This design comes from an exercise in tuning for small area and few clock cycles on the open sky130 flow, not from production work.
RTL that was checked went through simulation tests only; none was proved equivalent to the original.
Power is estimated from default activity; no workload was simulated.

## cmap_segment_group_builder
module cmap_segment_group_builder (
	input  logic         clk,
	input  logic         arst_n,
	input  logic         s_tvalid,
	output logic         s_tready,
	input  logic [39:0]  s_tdata,    
	input  logic         s_tuser,    
	output logic         m_tvalid,
	input  logic         m_tready,
	output logic [151:0] m_tdata,    
	output logic [1:0]   m_tuser,    
	output logic         m_tlast
);
For scale: about 910 cells after synthesis, about 210 flip-flops, about 0.011 mm² of cells after synthesis.
export LEC_CHECK = 0
export CAP_MARGIN = 20
export CORE_MARGIN = 2
export CORE_UTILIZATION = 40
export SLEW_MARGIN = 20
create_clock -name core_clock -period 6.0 [get_ports {clk}]
standard.sh (not shown) runs the stock make flow with config.mk's settings and CLKGATE_MAP_FILE= SYNTH_SCRIPT=/design/flow/synth_recipe.tcl, a recipe that flattens the netlist after the stock synthesis.
==> flow/flow/run.sh <==
#!/bin/bash
# Standard layout (the standard.sh, standard synthesis unchanged), with
# plain buf_1 cells as the port buffers and a clock tree without dummy loads.
set -e
export BUFFER_PORTS_ARGS="-buffer_cell sky130_fd_sc_hd__buf_1"
export CTS_ARGS="-sink_clustering_enable -repair_clock_nets -dont_use_dummy_load -buf_list sky130_fd_sc_hd__clkbuf_4 -sink_clustering_size 12 -sink_clustering_max_diameter 40"
bash standard.sh > standard.log 2>&1
Testbench counts at the start, summed over its fixed seeds: cycles 18,293.
Next try:
==> flow/flow/run.sh (replaced) <==
#!/bin/bash
# Standard layout (the standard.sh, standard synthesis unchanged), with
# plain buf_1 cells as the port buffers and a clock tree without dummy loads.
set -e
export BUFFER_PORTS_ARGS="-buffer_cell sky130_fd_sc_hd__buf_1"
export CTS_ARGS="-sink_clustering_enable -repair_clock_nets -dont_use_dummy_load -buf_list sky130_fd_sc_hd__clkbuf_4 -sink_clustering_size 10 -sink_clustering_max_diameter 30"
bash standard.sh > standard.log 2>&1
--- a/flow/config.mk
+++ b/flow/config.mk
@@ -6,6 +6,7 @@
 export NUM_CORES = 4
 export LEC_CHECK = 0
-export CAP_MARGIN = 20
+export CAP_MARGIN = 0
 export CORE_MARGIN = 2
-export CORE_UTILIZATION = 40
-export SLEW_MARGIN = 20
+export CORE_UTILIZATION = 65
+export PLACE_DENSITY = 0.75
+export SLEW_MARGIN = 0
Design area decreases slightly.
Power hardly moves.
First-iteration DRC count decreases by roughly a tenth.
Final cell count decreases by a little under a tenth.
Next try:
==> flow/flow/run.sh (replaced) <==
#!/bin/bash
# Standard layout (the standard.sh, standard synthesis unchanged), with
# plain buf_1 cells as the port buffers and a clock tree without dummy loads.
set -e
export BUFFER_PORTS_ARGS="-buffer_cell sky130_fd_sc_hd__buf_1"
export CTS_ARGS="-sink_clustering_enable -repair_clock_nets -dont_use_dummy_load -buf_list sky130_fd_sc_hd__clkbuf_8 -sink_clustering_size 16 -sink_clustering_max_diameter 40"
bash standard.sh > standard.log 2>&1
--- a/flow/config.mk
+++ b/flow/config.mk
@@ -6,7 +6,6 @@
 export NUM_CORES = 4
 export LEC_CHECK = 0
-export CAP_MARGIN = 0
+export CAP_MARGIN = 20
 export CORE_MARGIN = 2
-export CORE_UTILIZATION = 65
-export PLACE_DENSITY = 0.75
-export SLEW_MARGIN = 0
+export CORE_UTILIZATION = 40
+export SLEW_MARGIN = 20
The new run finished with timing, DRC and antenna clean.
Routed wire length is higher by 12%.
Clock-buffer cell count is lower by 9.
Utilization is lower by 27 points.
Combinational power is higher by about 4%.
Clock power is higher by about 24%.
Clock skew is lower by 0.037 ns.


== before ==
The RTL this note starts from:
==> flow/design.v <==
module cmap_segment_group_builder (
	input  logic         clk,
	input  logic         arst_n,
	input  logic         s_tvalid,
	output logic         s_tready,
	input  logic [39:0]  s_tdata,    
	input  logic         s_tuser,    
	output logic         m_tvalid,
	input  logic         m_tready,
	output logic [151:0] m_tdata,    
	output logic [1:0]   m_tuser,    
	output logic         m_tlast
);
	localparam int SEG  = 0;
	localparam int SENT = 1;
	localparam int HDR  = 2;
	localparam int GRP  = 3;
	localparam int CNT  = 4;
	logic        iv_q;       
	logic        hist_q;     
	logic        pend_q;     
	logic        fin_q;
	logic [20:0] cp_q;
	logic [15:0] gl_q;
	logic        sx_q;       
	logic        gx_q;       
	logic [2:0]  step_q;     
	logic        seg_open_q;
	logic [15:0] seg_first_q;
	logic [15:0] seg_final_q;
	logic [15:0] seg_glyph_q;
	logic [15:0] seg_delta_q;
	logic [14:0] seg_total_q;
	logic        grp_open_q;
	logic [20:0] grp_first_q;
	logic [20:0] grp_final_q;
	logic [15:0] grp_glyph_q;
	logic [20:0] grp_total_q;
	logic [20:0] s_cp;
	logic [15:0] s_gl;
	logic [20:0] cp_inc;
	logic [15:0] gl_inc;
	logic        cp_top;
	logic        gl_top;
	logic        prev_ent;
	logic        prev_bmp;
	logic        prev_fin;
	logic        s_bmp;
	logic        g_hit;
	logic        slow;
	assign s_cp = s_tdata[20:0];
	assign s_gl = s_tdata[36:21];
	always_comb begin
		cp_top = 1'b1;
		for (int i = 0; i < 21; i++) begin
			cp_inc[i] = cp_q[i] ^ cp_top;
			cp_top    = cp_top && cp_q[i];
		end
		gl_top = 1'b1;
		for (int i = 0; i < 16; i++) begin
			gl_inc[i] = gl_q[i] ^ gl_top;
			gl_top    = gl_top && gl_q[i];
		end
	end
	assign prev_ent = hist_q && !fin_q;
	assign prev_fin = hist_q && fin_q;
	assign prev_bmp = prev_ent && (cp_q[20:16] == 5'd0);
	assign s_bmp    = (s_cp[20:16] == 5'd0);
	assign g_hit    = prev_ent && !cp_top && !gl_top && (s_cp == cp_inc) && (s_gl == gl_inc);
	assign slow     = s_bmp && !prev_bmp && !prev_fin && seg_open_q;
	logic [15:0] dl;
	logic [15:0] sf_inc;
	logic        sf_top;
	logic        seg_hit;
	logic bw;
	always_comb begin
		bw = 1'b0;
		for (int i = 0; i < 16; i++) begin
			dl[i] = gl_q[i] ^ cp_q[i] ^ bw;
			bw    = (!gl_q[i] && cp_q[i]) || (!(gl_q[i] ^ cp_q[i]) && bw);
		end
	end
	always_comb begin
		sf_top = 1'b1;
		for (int i = 0; i < 16; i++) begin
			sf_inc[i] = seg_final_q[i] ^ sf_top;
			sf_top    = sf_top && seg_final_q[i];
		end
	end
	assign seg_hit = !sf_top && (gl_q != 16'd0) && (cp_q[15:0] == sf_inc) && (dl == seg_delta_q);
	logic       bmp_q;
	logic [4:0] need;
	logic [4:0] left;
	logic [4:0] after;
	logic [4:0] cur;
	assign bmp_q = (cp_q[20:16] == 5'd0);
	always_comb begin
		need = '0;
		if (fin_q) begin
			need[SEG]  = seg_open_q;
			need[SENT] = !(seg_open_q && (seg_final_q == 16'hFFFF));
			need[HDR]  = 1'b1;
			need[GRP]  = grp_open_q;
			need[CNT]  = 1'b1;
		end else begin
			need[SEG]  = seg_open_q && bmp_q && !sx_q;
			need[GRP]  = grp_open_q && !gx_q;
		end
		for (int i = 0; i < 5; i++) begin
			left[i] = need[i] && (3'(i) >= step_q);
		end
		cur   = left & (~left + 5'd1);
		after = left & ~cur;
	end
	logic ready;
	logic take;
	logic hand;
	logic apply;
	assign ready    = iv_q && !pend_q;
	assign m_tvalid = ready && (left != '0);
	assign hand     = m_tvalid && m_tready;
	assign apply    = ready && ((left == '0) || (hand && (after == '0)));
	assign s_tready = !iv_q || apply;
	assign take     = s_tvalid && s_tready;
	logic [14:0] n;
	logic [14:0] top;
	logic        above;
	logic        low_n;
	logic [3:0]  es;
	logic [15:0] sx2;
	logic [15:0] sr;
	logic [15:0] rs;
	assign n = seg_total_q;
	always_comb begin
		top   = '0;
		above = 1'b0;
		for (int i = 14; i >= 1; i--) begin
			top[i] = n[i] && !above;
			above  = above || n[i];
		end
		es = 4'd0;
		for (int i = 1; i < 15; i++) begin
			if (top[i]) begin
				es = es | 4'(i);
			end
		end
	end
	assign low_n = (n[14:1] == 14'd0);
	assign sx2   = {n, 1'b0};
	assign sr    = {top[14:1], low_n, 1'b0};
	assign rs    = low_n ? {{15{!n[0]}}, 1'b0} : {n & ~top, 1'b0};
	logic [15:0] c_seg;
	logic [15:0] c_sent;
	logic [15:0] c_hdr;
	logic [20:0] c_grp;
	logic [20:0] c_cnt;
	assign c_seg  = {16{cur[SEG]}};
	assign c_sent = {16{cur[SENT]}};
	assign c_hdr  = {16{cur[HDR]}};
	assign c_grp  = {21{cur[GRP]}};
	assign c_cnt  = {21{cur[CNT]}};
	assign m_tdata[20:0]    = {grp_first_q[20:16] & c_grp[4:0],
	                           (seg_first_q & c_seg) | (grp_first_q[15:0] & c_grp[15:0]) | c_sent};
	assign m_tdata[41:21]   = {grp_final_q[20:16] & c_grp[4:0],
	                           (seg_final_q & c_seg) | (grp_final_q[15:0] & c_grp[15:0]) | c_sent};
	assign m_tdata[57:42]   = (seg_glyph_q & c_seg) | (grp_glyph_q & c_grp[15:0]);
	assign m_tdata[73:58]   = (seg_delta_q & c_seg) | {15'd0, cur[SENT]};
	assign m_tdata[89:74]   = sx2 & c_hdr;
	assign m_tdata[105:90]  = sr & c_hdr;
	assign m_tdata[109:106] = es & c_hdr[3:0];
	assign m_tdata[125:110] = rs & c_hdr;
	assign m_tdata[146:126] = grp_total_q & c_cnt;
	assign m_tdata[151:147] = 5'd0;
	assign m_tuser[0]       = cur[GRP] || cur[CNT];
	assign m_tuser[1]       = cur[HDR] || cur[CNT];
	assign m_tlast          = (after == '0);
	always_ff @(posedge clk or negedge arst_n) begin
		if (!arst_n) begin
			iv_q        <= 1'b0;
			hist_q      <= 1'b0;
			pend_q      <= 1'b0;
			step_q      <= '0;
			seg_open_q  <= 1'b0;
			seg_total_q <= '0;
			grp_open_q  <= 1'b0;
			grp_total_q <= '0;
		end else begin
			if (take) begin
				iv_q   <= 1'b1;
				hist_q <= 1'b1;
				pend_q <= slow && !s_tuser;
			end else begin
				if (apply) begin
					iv_q <= 1'b0;
				end
				pend_q <= 1'b0;
			end
			if (apply) begin
				step_q <= '0;
			end else if (hand) begin
				step_q <= (cur[SEG] ? 3'd1 : 3'd0) | (cur[SENT] ? 3'd2 : 3'd0)
					| (cur[HDR] ? 3'd3 : 3'd0) | (cur[GRP] ? 3'd4 : 3'd0);
			end
			if (apply && fin_q) begin
				seg_open_q  <= 1'b0;
				seg_total_q <= '0;
				grp_open_q  <= 1'b0;
				grp_total_q <= '0;
			end else begin
				if (hand && (cur[SEG] || cur[SENT])) begin
					seg_total_q <= seg_total_q + 15'd1;
				end
				if (hand && cur[GRP]) begin
					grp_total_q <= grp_total_q + 21'd1;
				end
				if (apply) begin
					if (bmp_q) begin
						seg_open_q <= 1'b1;
					end
					grp_open_q <= 1'b1;
				end
			end
		end
	end
	always_ff @(posedge clk) begin
		if (take) begin
			fin_q <= s_tuser;
			cp_q  <= s_cp;
			gl_q  <= s_gl;
			sx_q  <= prev_bmp && g_hit;
			gx_q  <= g_hit;
		end else if (pend_q) begin
			sx_q  <= seg_hit;
		end
		if (apply && !fin_q) begin
			if (bmp_q) begin
				seg_final_q <= cp_q[15:0];
				if (!sx_q) begin
					seg_first_q <= cp_q[15:0];
					seg_glyph_q <= gl_q;
					seg_delta_q <= dl;
				end
			end
			grp_final_q <= cp_q;
			if (!gx_q) begin
				grp_first_q <= cp_q;
				grp_glyph_q <= gl_q;
			end
		end
	end
endmodule
clock: 6.0 ns
lec_check: 0
cap_margin: 20
core_margin: 2
core_utilization: 40
cts_buf_list: sky130_fd_sc_hd__clkbuf_4
slew_margin: 20
==> flow/flow/run.sh <==
#!/bin/bash
# Standard layout, with plain buf_1 cells as the port buffers.
set -e
export BUFFER_PORTS_ARGS="-buffer_cell sky130_fd_sc_hd__buf_1"
bash standard.sh > standard.log 2>&1
before: flow complete, layout not clean; failing: setup timing
Setup changes, before to after
- CTS_BUF_LIST removed (was sky130_fd_sc_hd__clkbuf_4)
Not one of after and before finished clean.
The final report for after shows a completed flow and a layout that fails verification, specifically setup timing.
For routed wire length, before and after come out practically identical.
Power density normalized to cell area, after and before: larger value in after
Going from before to after, the final critical-path required period was found to have gone up by 0.028 ns.
Number of clock buffers in the layout (higher): before
The setup slack of after is smaller than that of before.
On non-clock buffer count: after sits above before.
Maximum clock frequency (higher): before
On after: met1 routed wirelength after detailed routing is about 1.2% higher than what before gave.
after: flip-flop and latch share of the layout cell area is 0.24 points lower than what before reported.
Diff after..before | biggest fanout along the worst timing path | unchanged
| area fraction of clock buffers and clock inverters | after vs before | 0.44 points higher |
No functional check of the RTL was part of any run of this note.


== run 1 ==
Another version of the RTL of cmap_segment_group_builder (not shown whole).
For scale: ~1200 cells after synthesis, roughly 190 flip-flops, about 200 I/O pins, ~0.012 sq mm of cells after synthesis.
==> flow/config.mk <==
export PLATFORM = sky130hd
export DESIGN_NAME = cmap_segment_group_builder
export DESIGN_NICKNAME = cmap_segment_group_builder
export VERILOG_FILES = /design/flow/design.v
export SDC_FILE = /design/flow/constraint.sdc
export NUM_CORES = 4
export LEC_CHECK = 0
export CAP_MARGIN = 20
export CORE_MARGIN = 2
export CORE_UTILIZATION = 40
export SLEW_MARGIN = 20
==> flow/constraint.sdc <==
create_clock -name core_clock -period 6.0 [get_ports {clk}]
set_input_delay 1.2000 -clock core_clock [delete_from_list [all_inputs] [get_ports {clk}]]
set_output_delay 1.2000 -clock core_clock [all_outputs]
set_load 0.01 [all_outputs]
run.sh (not shown) runs the stock make flow with config.mk's settings and CLKGATE_MAP_FILE= SYNTH_SCRIPT=/design/flow/synth_recipe.tcl, a recipe that flattens the netlist after the stock synthesis.
Stock flow here: none of the scripts above is used.
Run 1 ended with every stage complete and zero timing, DRC or antenna violations.
What run 2 does differently from run 1 at the input level:
==> flow/flow/run.sh (new file) <==
#!/bin/bash
# Standard layout, with plain buf_1 cells as the port buffers.
set -e
export BUFFER_PORTS_ARGS="-buffer_cell sky130_fd_sc_hd__buf_1"
bash standard.sh > standard.log 2>&1
==> flow/standard.sh (new file) <==
#!/bin/bash
# synth_recipe.tcl (not shown) runs the flow's synth.tcl, then flattens the netlist and writes it again
# the make line also repeats each setting of config.mk as NAME=value (left out here)
make -C /OpenROAD-flow-scripts/flow DESIGN_CONFIG=/design/flow/config.mk WORK_HOME=/design/flow/orfs CLKGATE_MAP_FILE= SYNTH_SCRIPT=/design/flow/synth_recipe.tcl "${@:-finish}"
removed: flow/run.sh
==> comparison <==
The clock skew after layout on run 2 is in line with that on run 1. Combinational share of power in run 2 is 4.1 points lower than in run 1. Relative to run 1, global-route usage decreased by 0.45 points in run 2. The core of run 2 is less densely filled than that of run 1. Re routing usage on met1: run 2 is 0.49 points down on run 1. m_tdata[56] as the end of the critical path was reported by run 2, and m_tdata[57] by run 1. Compared run 2 vs run 1, and worst slew margin relative to its limit is up in run 2. | fraction of area in registers | lower: run 1 |. | area overhead of the layout relative to synthesis | lower: run 2 |. Net switching component of the power in run 2 is about 0.47% below run 1. Run 1 has a higher wire length of the first global-routing pass than run 2.
No functional check of the RTL was part of any run of this note.


cmap_segment_group_builder with an RTL version that a note above also has.
For scale: about 910 cells after synthesis, roughly 210 flip-flops, roughly 200 I/O pins, about 11000 sq um of cells after synthesis.
Settings: LEC_CHECK=0, CAP_MARGIN=20, CORE_MARGIN=2, CORE_UTILIZATION=40, SLEW_MARGIN=20; clock period 6.0 ns.
standard.sh (not shown) runs the stock make flow with config.mk's settings and CLKGATE_MAP_FILE= SYNTH_SCRIPT=/design/flow/synth_recipe.tcl, a recipe that flattens the netlist after the stock synthesis.
==> flow/flow/run.sh <==
#!/bin/bash
# Standard layout (the standard.sh, standard synthesis unchanged), with
# plain buf_1 cells as the port buffers and a clock tree without dummy loads.
set -e
export BUFFER_PORTS_ARGS="-buffer_cell sky130_fd_sc_hd__buf_1"
export CTS_ARGS="-sink_clustering_enable -repair_clock_nets -dont_use_dummy_load -buf_list {sky130_fd_sc_hd__clkbuf_4 sky130_fd_sc_hd__clkbuf_8} -sink_clustering_size 12 -sink_clustering_max_diameter 40"
bash standard.sh > standard.log 2>&1
The first run finished with timing, DRC and antenna clean.
Testbench counts at the start, summed over its fixed seeds: cycles 18,293.
Change:
--- a/flow/flow/run.sh
+++ b/flow/flow/run.sh
@@ -6 +6 @@
-export CTS_ARGS="-sink_clustering_enable -repair_clock_nets -dont_use_dummy_load -buf_list {sky130_fd_sc_hd__clkbuf_4 sky130_fd_sc_hd__clkbuf_8} -sink_clustering_size 12 -sink_clustering_max_diameter 40"
+export CTS_ARGS="-sink_clustering_enable -repair_clock_nets -dont_use_dummy_load -buf_list sky130_fd_sc_hd__clkbuf_4 -sink_clustering_size 10 -sink_clustering_max_diameter 30"
Settings changed: CORE_UTILIZATION 40 to 65, GPL_ROUTABILITY_DRIVEN from default to 0, GPL_TIMING_DRIVEN from default to 0, PLACE_DENSITY from default to 0.75.
Non-clock buffer count rose by 56. Clock-buffer cell count rises by 8. Total power goes down by 1.4%. Final area increases by 0.51%.
Change:
Settings changed: GPL_ROUTABILITY_DRIVEN 0 to default, GPL_TIMING_DRIVEN 0 to default.
=> The new run ran to the end with no violations. Final cell count went down by a few percent. Synthesized cell count does not change. First-iteration DRC count drops by about a fifth. Via count came out lower by a few percent. Cell area fell by a few percent. Clock-buffer cell count increases by 1. Flip-flop and latch count stays the same. Wire length fell by a little under a tenth. Core utilization falls by 2.0 points.
Change:
--- a/flow/flow/run.sh
+++ b/flow/flow/run.sh
@@ -6 +6 @@
-export CTS_ARGS="-sink_clustering_enable -repair_clock_nets -dont_use_dummy_load -buf_list sky130_fd_sc_hd__clkbuf_4 -sink_clustering_size 10 -sink_clustering_max_diameter 30"
+export CTS_ARGS="-sink_clustering_enable -repair_clock_nets -dont_use_dummy_load -root_buf sky130_fd_sc_hd__clkbuf_8 -buf_list sky130_fd_sc_hd__clkbuf_4 -sink_clustering_size 12 -sink_clustering_max_diameter 40"
=> Routed wire length came out lower by about 1%; cell area came out lower by 0.55%; non-clock buffer count came out higher by 2; utilization came out lower by 0.40 points; sequential power stays flat; clock-buffer cell count came out lower by 13.

[re-timing with driven ports]
The flow's constraints put no driver on any port. The routed layouts listed below were extracted and timed again, unchanged, in two steps.
Step 1: set_driving_cell puts a clkbuf_16 on clk and a buf_2 on each other input, an assumption about the parent block.
Step 2, shift: input delay + t, output delay - t, t = (earliest + latest rising clock arrival at the registers) / 2. This alone moves slack from input paths to output paths.
a / b / c = no drivers / after step 1 / after step 2; a / b = the first two.
run | t (ns) | slack for setup (ns) | hold slack, ns | worst slew at a driven data input, ns
the first run of note 1 | 0.722 | 0.251 / 0.251 / 0.251 | 0.298 / 0.293 / 0.475 | 0.09
the second run of note 1 | 0.649 | 0.384 / 0.384 / 0.384 | 0.330 / 0.325 / 0.460 | 0.04
the third run of note 1 | 0.591 | 0.266 / 0.266 / 0.266 | 0.430 / 0.435 / 0.472 | 0.09
before | 0.701 | -0.572 / -0.572 / -0.572 | 0.496 / 0.496 / 0.496 | 0.06
after | 0.571 | -0.600 / -0.600 / -0.600 | 0.494 / 0.494 / 0.494 | 0.05
run 1 | 0.478 | 0.305 / 0.256 / 0.440 | 0.514 / 0.514 / 0.514 | 0.05
run 2 | 0.502 | 0.303 / 0.252 / 0.739 | 0.513 / 0.513 / 0.513 | 0.05
the first run of note 4 | 0.591 | 0.266 / 0.266 / 0.266 | 0.430 / 0.435 / 0.472 | 0.09
the second run of note 4 | 0.660 | 0.378 / 0.378 / 0.378 | 0.342 / 0.330 / 0.468 | 0.03
the third run of note 4 | 0.649 | 0.384 / 0.384 / 0.384 | 0.330 / 0.325 / 0.460 | 0.04
the fourth run of note 4 | 0.544 | 0.364 / 0.363 / 0.363 | 0.426 / 0.422 / 0.464 | 0.04
For the fourth run of note 4, which loses most, drivers alone change the setup slack by -0.001 ns; drivers and shift together by -0.001 ns.
